What follows belongs to an exercise in optimizing a design on an open flow for small area, a short achievable clock period and few clock cycles per item; a production flow would make more cautious choices. Only simulation tests tie the RTL to the original design; equivalence was not proved.

==> inputs of 12-07 <==
// mp_mul_top
module mp_mul_top (
   input  logic                clk,
   input  logic                rst,
   input  logic                a_wr,
   input  mp_types_pkg::limb_t a_limb,
   input  logic                b_wr,
   input  mp_types_pkg::limb_t b_limb,
   input  logic                start,
   output logic                busy,
   output logic                p_valid,
   output mp_types_pkg::limb_t p_limb,
   output logic                p_last
);
make LEC_CHECK=0 CAP_MARGIN=20 CELL_PAD_IN_SITES_DETAIL_PLACEMENT=1 CELL_PAD_IN_SITES_GLOBAL_PLACEMENT=2 CORE_MARGIN=2 CORE_UTILIZATION=40 SLEW_MARGIN=20 SYNTH_HIERARCHICAL=1 SYNTH_MINIMUM_KEEP_SIZE=0 finish   # period 12.0 ns
run.sh (not shown) runs the stock make flow with config.mk's settings and CLKGATE_MAP_FILE= SYNTH_SCRIPT=/design/flow/synth_recipe.tcl, a recipe that flattens the netlist after the stock synthesis.
==> 05-27 (differences from 12-07) <==
--- a/flow/design.v
+++ b/flow/design.v
@@ -27,12 +27,11 @@
    input  logic        b_wr,
    input  logic [31:0] b_limb,
    input  logic        start,
    output logic        busy,
    output logic [4:0]  cnt,
-   output logic        acc_keep_n,
-   output logic        acc_down_n,
+   output logic        acc_clr,
    output logic        acc_shift,
    output logic [31:0] a_r,
    output logic [33:0] a3_r,
    output logic [15:0] sel1,
    output logic [15:0] sel2,
@@ -127,21 +126,19 @@
    end
    always_ff @(posedge clk or negedge rst) begin
       if (!rst) begin
          busy      <= 1'b0;
          cnt       <= '0;
-         acc_keep_n <= 1'b1;
-         acc_down_n <= 1'b1;
+         acc_clr   <= 1'b0;
          acc_shift <= 1'b0;
          bz        <= 1'b0;
          ia        <= '0;
          ib        <= '0;
       end else begin
          busy      <= busy_n;
          cnt       <= cnt_n;
-         acc_keep_n <= clr_n | shift_n;
-         acc_down_n <= clr_n | ~shift_n;
+         acc_clr   <= clr_n;
          acc_shift <= shift_n;
          bz        <= bz_n;
          ia        <= ia_n;
          ib        <= ib_n;
       end
@@ -161,19 +158,13 @@
 `timescale 1ns/1ns
 module fa_cell (input logic a, input logic b, input logic c, output logic s, output logic co);
    assign s  = a ^ b ^ c;
    assign co = (a & b) | (a & c) | (b & c);
 endmodule
-module xnor_cell (input logic a, input logic b, output logic y);
-   assign y = ~(a ^ b);
-endmodule
-module or_cell (input logic a, input logic b, output logic y);
-   assign y = a | b;
-endmodule
 module ha_dual_cell (input logic na, input logic nb, output logic ns, output logic nco);
-   xnor_cell u_x (.a(na), .b(nb), .y(ns));
-   or_cell   u_o (.a(na), .b(nb), .y(nco));
+   assign ns  = ~(na ^ nb);
+   assign nco = na | nb;
 endmodule
 module limb_fma (
    input  logic [31:0] a_r,
    input  logic [33:0] a3_r,
    input  logic [15:0] sel1,
@@ -2085,25 +2076,25 @@
    input  logic        clk,
    input  logic        rst,
    input  logic        busy,
    input  logic [4:0]  cnt,
    input  logic        acc_shift,
-   input  logic [31:0] n_s_lo,
-   input  logic [31:0] n_c_lo,
+   input  logic [31:0] s_lo,
+   input  logic [31:0] c_lo,
    output logic        p_valid,
    output logic [31:0] p_limb,
    output logic        p_last
 );
-   logic        ncin;
-   logic [32:0] t;
-   assign t = {1'b0, n_s_lo} + {1'b0, n_c_lo} + {32'd0, ncin};
+   logic        cin;
+   logic [32:0] sum;
+   assign sum = {1'b0, s_lo} + {1'b0, c_lo} + {32'd0, cin};
    always_ff @(posedge clk) begin
-      p_limb <= ~t[31:0];
+      p_limb <= sum[31:0];
       if (!busy) begin
-         ncin <= 1'b1;
+         cin <= 1'b0;
       end else if (acc_shift) begin
-         ncin <= t[32];
+         cin <= sum[32];
       end
    end
    always_ff @(posedge clk or negedge rst) begin
       if (!rst) begin
          p_valid <= 1'b0;
@@ -2127,12 +2118,11 @@
    output logic                p_valid,
    output mp_types_pkg::limb_t p_limb,
    output logic                p_last
 );
    logic [4:0]  cnt;
-   logic        acc_keep_n;
-   logic        acc_down_n;
+   logic        acc_clr;
    logic        acc_shift;
    logic [31:0] a_r;
    logic [33:0] a3_r;
    logic [15:0] sel1, sel2, sel3;
    logic [65:0] n_acc_s, n_acc_c;
@@ -2146,28 +2136,28 @@
       .b_wr      (b_wr),
       .b_limb    (b_limb),
       .start     (start),
       .busy      (busy),
       .cnt       (cnt),
-      .acc_keep_n (acc_keep_n),
-      .acc_down_n (acc_down_n),
+      .acc_clr   (acc_clr),
       .acc_shift (acc_shift),
       .a_r       (a_r),
       .a3_r      (a3_r),
       .sel1      (sel1),
       .sel2      (sel2),
       .sel3      (sel3)
    );
    always_comb begin
-      for (int j = 0; j < 66; j++) begin
-         if (j < 34) begin
-            n_in_s[j] = (acc_keep_n | n_acc_s[j]) & (acc_down_n | n_acc_s[j+32]);
-            n_in_c[j] = (acc_keep_n | n_acc_c[j]) & (acc_down_n | n_acc_c[j+32]);
-         end else begin
-            n_in_s[j] = acc_keep_n | n_acc_s[j];
-            n_in_c[j] = acc_keep_n | n_acc_c[j];
-         end
+      if (acc_clr) begin
+         n_in_s = '1;
+         n_in_c = '1;
+      end else if (acc_shift) begin
+         n_in_s = {{32{1'b1}}, n_acc_s[65:32]};
+         n_in_c = {{32{1'b1}}, n_acc_c[65:32]};
+      end else begin
+         n_in_s = n_acc_s;
+         n_in_c = n_acc_c;
       end
    end
    limb_fma u_mac (
       .a_r   (a_r),
       .a3_r  (a3_r),
@@ -2187,12 +2177,12 @@
       .clk       (clk),
       .rst       (rst),
       .busy      (busy),
       .cnt       (cnt),
       .acc_shift (acc_shift),
-      .n_s_lo    (n_acc_s[31:0]),
-      .n_c_lo    (n_acc_c[31:0]),
+      .s_lo      (~n_acc_s[31:0]),
+      .c_lo      (~n_acc_c[31:0]),
       .p_valid   (p_valid),
       .p_limb    (p_limb),
       .p_last    (p_last)
    );
 endmodule
==> 10-20 (differences from 12-07) <==
--- a/flow/design.v
+++ b/flow/design.v
@@ -26,13 +26,14 @@
    input  logic [31:0] a_limb,
    input  logic        b_wr,
    input  logic [31:0] b_limb,
    input  logic        start,
    output logic        busy,
+   output logic        busy_nx,
    output logic [4:0]  cnt,
-   output logic        acc_keep_n,
-   output logic        acc_down_n,
+   output logic [5:0]  acc_keep_n,
+   output logic [2:0]  acc_down_n,
    output logic        acc_shift,
    output logic [31:0] a_r,
    output logic [33:0] a3_r,
    output logic [15:0] sel1,
    output logic [15:0] sel2,
@@ -40,49 +41,35 @@
 );
    logic [31:0] a_q [4];
    logic [31:0] b_q [4];
    logic        a_shift;
    logic        b_shift;
-   logic        a_pend;
-   logic        b_pend;
-   logic [31:0] a_pd;
-   logic [31:0] b_pd;
    logic        busy_n;
    logic [4:0]  cnt_n;
    logic        clr_n;
    logic        shift_n;
-   logic [1:0]  ia, ib, ia_n, ib_n;
-   logic        bz, bz_n;
+   logic [1:0]  ia_n, ib_n;
+   logic        bz_n;
    logic [31:0] a_sel;
    logic [31:0] b_sel;
    assign a_shift = a_wr & ~busy;
    assign b_shift = b_wr & ~busy;
-   always_ff @(posedge clk or negedge rst) begin
-      if (!rst) begin
-         a_pend <= 1'b0;
-         b_pend <= 1'b0;
-      end else begin
-         a_pend <= a_shift;
-         b_pend <= b_shift;
-      end
-   end
    always_ff @(posedge clk) begin
-      a_pd <= a_limb;
-      b_pd <= b_limb;
-      if (a_pend) begin
+      if (a_shift) begin
          a_q[0] <= a_q[1];
          a_q[1] <= a_q[2];
          a_q[2] <= a_q[3];
-         a_q[3] <= a_pd;
+         a_q[3] <= a_limb;
       end
-      if (b_pend) begin
+      if (b_shift) begin
          b_q[0] <= b_q[1];
          b_q[1] <= b_q[2];
          b_q[2] <= b_q[3];
-         b_q[3] <= b_pd;
+         b_q[3] <= b_limb;
       end
    end
+   assign busy_nx = busy_n;
    function automatic logic [4:0] prod_sel(input logic [4:0] p);
       case (p)
          5'd0:  prod_sel = {1'b0, 2'd0, 2'd0};
          5'd1:  prod_sel = {1'b0, 2'd0, 2'd1};
          5'd2:  prod_sel = {1'b0, 2'd1, 2'd0};
@@ -119,45 +106,56 @@
          busy_n       = start;
          cnt_n        = 5'd0;
          clr_n        = start;
          shift_n      = 1'b0;
          bz_n = 1'b0;
-         ia_n = {1'b0, a_shift};
-         ib_n = {1'b0, b_shift | start};
+         ia_n = 2'd0;
+         ib_n = {1'b0, start};
       end
    end
    always_ff @(posedge clk or negedge rst) begin
       if (!rst) begin
          busy      <= 1'b0;
          cnt       <= '0;
-         acc_keep_n <= 1'b1;
-         acc_down_n <= 1'b1;
          acc_shift <= 1'b0;
-         bz        <= 1'b0;
-         ia        <= '0;
-         ib        <= '0;
       end else begin
          busy      <= busy_n;
          cnt       <= cnt_n;
-         acc_keep_n <= clr_n | shift_n;
-         acc_down_n <= clr_n | ~shift_n;
          acc_shift <= shift_n;
-         bz        <= bz_n;
-         ia        <= ia_n;
-         ib        <= ib_n;
       end
    end
-   assign a_sel = a_q[ia];
-   assign b_sel = bz ? 32'd0 : b_q[ib];
+   for (genvar g = 0; g < 6; g++) begin : g_keep
+      ctl_reg #(.W(1), .RV(1'b1)) u_keep (.clk(clk), .rst(rst), .d(clr_n | shift_n), .q(acc_keep_n[g]));
+   end
+   for (genvar g = 0; g < 3; g++) begin : g_down
+      ctl_reg #(.W(1), .RV(1'b1)) u_down (.clk(clk), .rst(rst), .d(clr_n | ~shift_n), .q(acc_down_n[g]));
+   end
+   logic [4:0] osel_q [4];
+   for (genvar g = 0; g < 4; g++) begin : g_osel
+      ctl_reg #(.W(5)) u_osel (.clk(clk), .rst(rst), .d({bz_n, ia_n, ib_n}), .q(osel_q[g]));
+      assign a_sel[8*g +: 8] = a_q[osel_q[g][3:2]][8*g +: 8];
+      assign b_sel[8*g +: 8] = osel_q[g][4] ? 8'd0 : b_q[osel_q[g][1:0]][8*g +: 8];
+   end
    always_ff @(posedge clk) begin
       a_r  <= a_sel;
-      a3_r <= {2'b00, a_sel} + {1'b0, a_sel, 1'b0};
       for (int m = 0; m < 16; m++) begin
          sel1[m] <= ~b_sel[2*m+1] &  b_sel[2*m];
          sel2[m] <=  b_sel[2*m+1] & ~b_sel[2*m];
          sel3[m] <=  b_sel[2*m+1] &  b_sel[2*m];
       end
+      a3_r <= {2'b00, a_sel} + {1'b0, a_sel, 1'b0};
+   end
+endmodule
+module ctl_reg #(parameter int W = 1, parameter logic RV = 1'b0) (
+   input  logic         clk,
+   input  logic         rst,
+   input  logic [W-1:0] d,
+   output logic [W-1:0] q
+);
+   always_ff @(posedge clk or negedge rst) begin
+      if (!rst) q <= {W{RV}};
+      else      q <= d;
    end
 endmodule
 `timescale 1ns/1ns
 module fa_cell (input logic a, input logic b, input logic c, output logic s, output logic co);
    assign s  = a ^ b ^ c;
@@ -2083,10 +2081,12 @@
 `timescale 1ns/1ns
 module result_collector (
    input  logic        clk,
    input  logic        rst,
    input  logic        busy,
+   input  logic        busy_nx,
+   output logic        busy_o,
    input  logic [4:0]  cnt,
    input  logic        acc_shift,
    input  logic [31:0] n_s_lo,
    input  logic [31:0] n_c_lo,
    output logic        p_valid,
@@ -2106,11 +2106,13 @@
    end
    always_ff @(posedge clk or negedge rst) begin
       if (!rst) begin
          p_valid <= 1'b0;
          p_last  <= 1'b0;
+         busy_o  <= 1'b0;
       end else begin
+         busy_o  <= busy_nx;
          p_valid <= busy & acc_shift;
          p_last  <= busy & (cnt == 5'd17);
       end
    end
 endmodule
@@ -2127,12 +2129,14 @@
    output logic                p_valid,
    output mp_types_pkg::limb_t p_limb,
    output logic                p_last
 );
    logic [4:0]  cnt;
-   logic        acc_keep_n;
-   logic        acc_down_n;
+   logic        busy_i;
+   logic        busy_nx;
+   logic [5:0]  acc_keep_n;
+   logic [2:0]  acc_down_n;
    logic        acc_shift;
    logic [31:0] a_r;
    logic [33:0] a3_r;
    logic [15:0] sel1, sel2, sel3;
    logic [65:0] n_acc_s, n_acc_c;
@@ -2144,11 +2148,12 @@
       .a_wr      (a_wr),
       .a_limb    (a_limb),
       .b_wr      (b_wr),
       .b_limb    (b_limb),
       .start     (start),
-      .busy      (busy),
+      .busy      (busy_i),
+      .busy_nx   (busy_nx),
       .cnt       (cnt),
       .acc_keep_n (acc_keep_n),
       .acc_down_n (acc_down_n),
       .acc_shift (acc_shift),
       .a_r       (a_r),
@@ -2158,15 +2163,15 @@
       .sel3      (sel3)
    );
    always_comb begin
       for (int j = 0; j < 66; j++) begin
          if (j < 34) begin
-            n_in_s[j] = (acc_keep_n | n_acc_s[j]) & (acc_down_n | n_acc_s[j+32]);
-            n_in_c[j] = (acc_keep_n | n_acc_c[j]) & (acc_down_n | n_acc_c[j+32]);
+            n_in_s[j] = (acc_keep_n[j/11] | n_acc_s[j]) & (acc_down_n[j/12] | n_acc_s[j+32]);
+            n_in_c[j] = (acc_keep_n[j/11] | n_acc_c[j]) & (acc_down_n[j/12] | n_acc_c[j+32]);
          end else begin
-            n_in_s[j] = acc_keep_n | n_acc_s[j];
-            n_in_c[j] = acc_keep_n | n_acc_c[j];
+            n_in_s[j] = acc_keep_n[j/11] | n_acc_s[j];
+            n_in_c[j] = acc_keep_n[j/11] | n_acc_c[j];
          end
       end
    end
    limb_fma u_mac (
       .a_r   (a_r),
@@ -2184,11 +2189,13 @@
       n_acc_c <= n_car;
    end
    result_collector u_coll (
       .clk       (clk),
       .rst       (rst),
-      .busy      (busy),
+      .busy      (busy_i),
+      .busy_nx   (busy_nx),
+      .busy_o    (busy),
       .cnt       (cnt),
       .acc_shift (acc_shift),
       .n_s_lo    (n_acc_s[31:0]),
       .n_c_lo    (n_acc_c[31:0]),
       .p_valid   (p_valid),
==> flow/flow/run.sh (new file) <==
#!/bin/bash
set -euo pipefail
export BUFFER_PORTS_ARGS="-buffer_cell sky130_fd_sc_hd__buf_2"
bash standard.sh > standard.log 2>&1
==> flow/standard.sh (new file) <==
#!/bin/bash
# synth_recipe.tcl (not shown) runs the flow's synth.tcl, then flattens the netlist and writes it again
# the make line also repeats each setting of config.mk as NAME=value (left out here)
make -C /OpenROAD-flow-scripts/flow DESIGN_CONFIG=/design/flow/config.mk WORK_HOME=/design/flow/orfs CLKGATE_MAP_FILE= SYNTH_SCRIPT=/design/flow/synth_recipe.tcl "${@:-finish}"
--- a/flow/config.mk
+++ b/flow/config.mk
@@ -8,8 +8,10 @@
 export CAP_MARGIN = 20
 export CELL_PAD_IN_SITES_DETAIL_PLACEMENT = 1
 export CELL_PAD_IN_SITES_GLOBAL_PLACEMENT = 2
 export CORE_MARGIN = 2
 export CORE_UTILIZATION = 40
-export SLEW_MARGIN = 20
+export CTS_CLUSTER_DIAMETER = 70
+export CTS_CLUSTER_SIZE = 25
+export SLEW_MARGIN = 45
 export SYNTH_HIERARCHICAL = 1
 export SYNTH_MINIMUM_KEEP_SIZE = 0
removed: flow/run.sh
==> 06-28 (differences from 12-07) <==
--- a/flow/design.v
+++ b/flow/design.v
@@ -26,10 +26,11 @@
    input  logic [31:0] a_limb,
    input  logic        b_wr,
    input  logic [31:0] b_limb,
    input  logic        start,
    output logic        busy,
+   output logic        busy_nx,
    output logic [4:0]  cnt,
    output logic        acc_keep_n,
    output logic        acc_down_n,
    output logic        acc_shift,
    output logic [31:0] a_r,
@@ -40,49 +41,35 @@
 );
    logic [31:0] a_q [4];
    logic [31:0] b_q [4];
    logic        a_shift;
    logic        b_shift;
-   logic        a_pend;
-   logic        b_pend;
-   logic [31:0] a_pd;
-   logic [31:0] b_pd;
    logic        busy_n;
    logic [4:0]  cnt_n;
    logic        clr_n;
    logic        shift_n;
-   logic [1:0]  ia, ib, ia_n, ib_n;
-   logic        bz, bz_n;
+   logic [1:0]  ia_n, ib_n;
+   logic        bz_n;
    logic [31:0] a_sel;
    logic [31:0] b_sel;
    assign a_shift = a_wr & ~busy;
    assign b_shift = b_wr & ~busy;
-   always_ff @(posedge clk or negedge rst) begin
-      if (!rst) begin
-         a_pend <= 1'b0;
-         b_pend <= 1'b0;
-      end else begin
-         a_pend <= a_shift;
-         b_pend <= b_shift;
-      end
-   end
    always_ff @(posedge clk) begin
-      a_pd <= a_limb;
-      b_pd <= b_limb;
-      if (a_pend) begin
+      if (a_shift) begin
          a_q[0] <= a_q[1];
          a_q[1] <= a_q[2];
          a_q[2] <= a_q[3];
-         a_q[3] <= a_pd;
+         a_q[3] <= a_limb;
       end
-      if (b_pend) begin
+      if (b_shift) begin
          b_q[0] <= b_q[1];
          b_q[1] <= b_q[2];
          b_q[2] <= b_q[3];
-         b_q[3] <= b_pd;
+         b_q[3] <= b_limb;
       end
    end
+   assign busy_nx = busy_n;
    function automatic logic [4:0] prod_sel(input logic [4:0] p);
       case (p)
          5'd0:  prod_sel = {1'b0, 2'd0, 2'd0};
          5'd1:  prod_sel = {1'b0, 2'd0, 2'd1};
          5'd2:  prod_sel = {1'b0, 2'd1, 2'd0};
@@ -119,45 +106,54 @@
          busy_n       = start;
          cnt_n        = 5'd0;
          clr_n        = start;
          shift_n      = 1'b0;
          bz_n = 1'b0;
-         ia_n = {1'b0, a_shift};
-         ib_n = {1'b0, b_shift | start};
+         ia_n = 2'd0;
+         ib_n = {1'b0, start};
       end
    end
    always_ff @(posedge clk or negedge rst) begin
       if (!rst) begin
          busy      <= 1'b0;
          cnt       <= '0;
          acc_keep_n <= 1'b1;
          acc_down_n <= 1'b1;
          acc_shift <= 1'b0;
-         bz        <= 1'b0;
-         ia        <= '0;
-         ib        <= '0;
       end else begin
          busy      <= busy_n;
          cnt       <= cnt_n;
          acc_keep_n <= clr_n | shift_n;
          acc_down_n <= clr_n | ~shift_n;
          acc_shift <= shift_n;
-         bz        <= bz_n;
-         ia        <= ia_n;
-         ib        <= ib_n;
       end
    end
-   assign a_sel = a_q[ia];
-   assign b_sel = bz ? 32'd0 : b_q[ib];
+   logic [4:0] osel_q [4];
+   for (genvar g = 0; g < 4; g++) begin : g_osel
+      ctl_reg #(.W(5)) u_osel (.clk(clk), .rst(rst), .d({bz_n, ia_n, ib_n}), .q(osel_q[g]));
+      assign a_sel[8*g +: 8] = a_q[osel_q[g][3:2]][8*g +: 8];
+      assign b_sel[8*g +: 8] = osel_q[g][4] ? 8'd0 : b_q[osel_q[g][1:0]][8*g +: 8];
+   end
    always_ff @(posedge clk) begin
       a_r  <= a_sel;
-      a3_r <= {2'b00, a_sel} + {1'b0, a_sel, 1'b0};
       for (int m = 0; m < 16; m++) begin
          sel1[m] <= ~b_sel[2*m+1] &  b_sel[2*m];
          sel2[m] <=  b_sel[2*m+1] & ~b_sel[2*m];
          sel3[m] <=  b_sel[2*m+1] &  b_sel[2*m];
       end
+      a3_r <= {2'b00, a_sel} + {1'b0, a_sel, 1'b0};
+   end
+endmodule
+module ctl_reg #(parameter int W = 1) (
+   input  logic         clk,
+   input  logic         rst,
+   input  logic [W-1:0] d,
+   output logic [W-1:0] q
+);
+   always_ff @(posedge clk or negedge rst) begin
+      if (!rst) q <= '0;
+      else      q <= d;
    end
 endmodule
 `timescale 1ns/1ns
 module fa_cell (input logic a, input logic b, input logic c, output logic s, output logic co);
    assign s  = a ^ b ^ c;
@@ -2083,10 +2079,12 @@
 `timescale 1ns/1ns
 module result_collector (
    input  logic        clk,
    input  logic        rst,
    input  logic        busy,
+   input  logic        busy_nx,
+   output logic        busy_o,
    input  logic [4:0]  cnt,
    input  logic        acc_shift,
    input  logic [31:0] n_s_lo,
    input  logic [31:0] n_c_lo,
    output logic        p_valid,
@@ -2106,11 +2104,13 @@
    end
    always_ff @(posedge clk or negedge rst) begin
       if (!rst) begin
          p_valid <= 1'b0;
          p_last  <= 1'b0;
+         busy_o  <= 1'b0;
       end else begin
+         busy_o  <= busy_nx;
          p_valid <= busy & acc_shift;
          p_last  <= busy & (cnt == 5'd17);
       end
    end
 endmodule
@@ -2127,10 +2127,12 @@
    output logic                p_valid,
    output mp_types_pkg::limb_t p_limb,
    output logic                p_last
 );
    logic [4:0]  cnt;
+   logic        busy_i;
+   logic        busy_nx;
    logic        acc_keep_n;
    logic        acc_down_n;
    logic        acc_shift;
    logic [31:0] a_r;
    logic [33:0] a3_r;
@@ -2144,11 +2146,12 @@
       .a_wr      (a_wr),
       .a_limb    (a_limb),
       .b_wr      (b_wr),
       .b_limb    (b_limb),
       .start     (start),
-      .busy      (busy),
+      .busy      (busy_i),
+      .busy_nx   (busy_nx),
       .cnt       (cnt),
       .acc_keep_n (acc_keep_n),
       .acc_down_n (acc_down_n),
       .acc_shift (acc_shift),
       .a_r       (a_r),
@@ -2184,11 +2187,13 @@
       n_acc_c <= n_car;
    end
    result_collector u_coll (
       .clk       (clk),
       .rst       (rst),
-      .busy      (busy),
+      .busy      (busy_i),
+      .busy_nx   (busy_nx),
+      .busy_o    (busy),
       .cnt       (cnt),
       .acc_shift (acc_shift),
       .n_s_lo    (n_acc_s[31:0]),
       .n_c_lo    (n_acc_c[31:0]),
       .p_valid   (p_valid),
--- a/flow/config.mk
+++ b/flow/config.mk
@@ -8,8 +8,10 @@
 export CAP_MARGIN = 20
 export CELL_PAD_IN_SITES_DETAIL_PLACEMENT = 1
 export CELL_PAD_IN_SITES_GLOBAL_PLACEMENT = 2
 export CORE_MARGIN = 2
 export CORE_UTILIZATION = 40
-export SLEW_MARGIN = 20
+export CTS_CLUSTER_DIAMETER = 70
+export CTS_CLUSTER_SIZE = 25
+export SLEW_MARGIN = 45
 export SYNTH_HIERARCHICAL = 1
 export SYNTH_MINIMUM_KEEP_SIZE = 0
==> summary.txt <==
| item | 10-20 | 06-28 | 05-27 | 12-07 |
|---|---|---|---|---|
| Non-clock buffering overhead in the final layout | 0.0254 | 0.0396 | 0.0362 | 0.0363 |
| Count of standard-cell rows | 117 | 117 | 119 | 118 |
| Syn. warnings | 16 | 15 | 11 | 11 |
| Min-Delay Startpoint | u_seq.a_q[2][5] | u_seq.b_q[2][11] | u_seq.b_pd[6] | u_seq.a_pd[14] |
| Clock distribution area overhead in the final layout | 0.0427 | 0.0415 | 0.0611 | 0.0586 |
| Detail Route met2 WL | 68.5 mm | 70.8 mm | 70.2 mm | 70.1 mm |
| Period minus WS final | 4.29 ns | 4.55 ns | 4.65 ns | 4.85 ns |
| Hold path endpoint | u_seq.a_q[1][5] | u_seq.b_q[1][11] | u_seq.b_q[3][6] | u_seq.a_q[3][14] |
| Clock transition at the register clock pins on the worst setup and hold paths after CTS | 0.09 ns | 0.10 ns | 0.06 ns | 0.06 ns |
| Startpoint of the lowest-slack register-to-register path | u_seq.sel3[5] | u_seq.acc_down_n | u_seq.sel2[11] | u_seq.sel3[3] |
| Wire length of the first global-routing pass | 226 mm | 234 mm | 238 mm | 234 mm |
| Result of the run | finished clean | finished clean | finished clean | finished clean |
| Layout buffer count excluding clock buffers | 170 | 190 | 181 | 180 |
Testbench counts of 12-07, summed over its fixed seeds: cycles 9,216, items 384.
Testbench counts of 05-27, summed over its fixed seeds: cycles 9,216, items 384.
Testbench counts of 10-20, summed over its fixed seeds: cycles 9,216, items 384.
Testbench counts of 06-28, summed over its fixed seeds: cycles 9,216, items 384.

afterwards: timing with drivers on the ports:
No port has a modelled driver above. Below, the same layouts with a new extraction and two added sets of constraints. Step 1 (the two cells are an assumption about what drives the block):
set clk [get_ports {clk}]
set_driving_cell -lib_cell sky130_fd_sc_hd__clkbuf_16 $clk
set_driving_cell -lib_cell sky130_fd_sc_hd__buf_2 [delete_from_list [all_inputs] $clk]
Step 2 moves the port delays by t, midway between the first and last clock arrival at a register: inputs arrive t later, outputs are due t later. That takes back most of the time a late clock gives input paths. Slacks: ideal ports / drivers / drivers and shift; pairs: ideal ports / drivers.
| run | shift t [ns] | setup WS [ns] | worst slew at a driven data input, ns |
|---|---|---|---|
| 12-07 | 0.738 | 7.154 / 7.077 / 7.354 | 0.06 |
| 05-27 | 0.720 | 7.352 / 7.352 / 7.352 | 0.06 |
| 10-20 | 0.736 | 7.708 / 7.708 / 7.708 | 0.04 |
| 06-28 | 0.736 | 7.452 / 7.452 / 7.391 | 0.06 |
After both steps every run listed still meets setup and hold. The setup slack of 06-28, which loses most, moves by 0.000 ns with the drivers and by -0.061 ns with both steps.
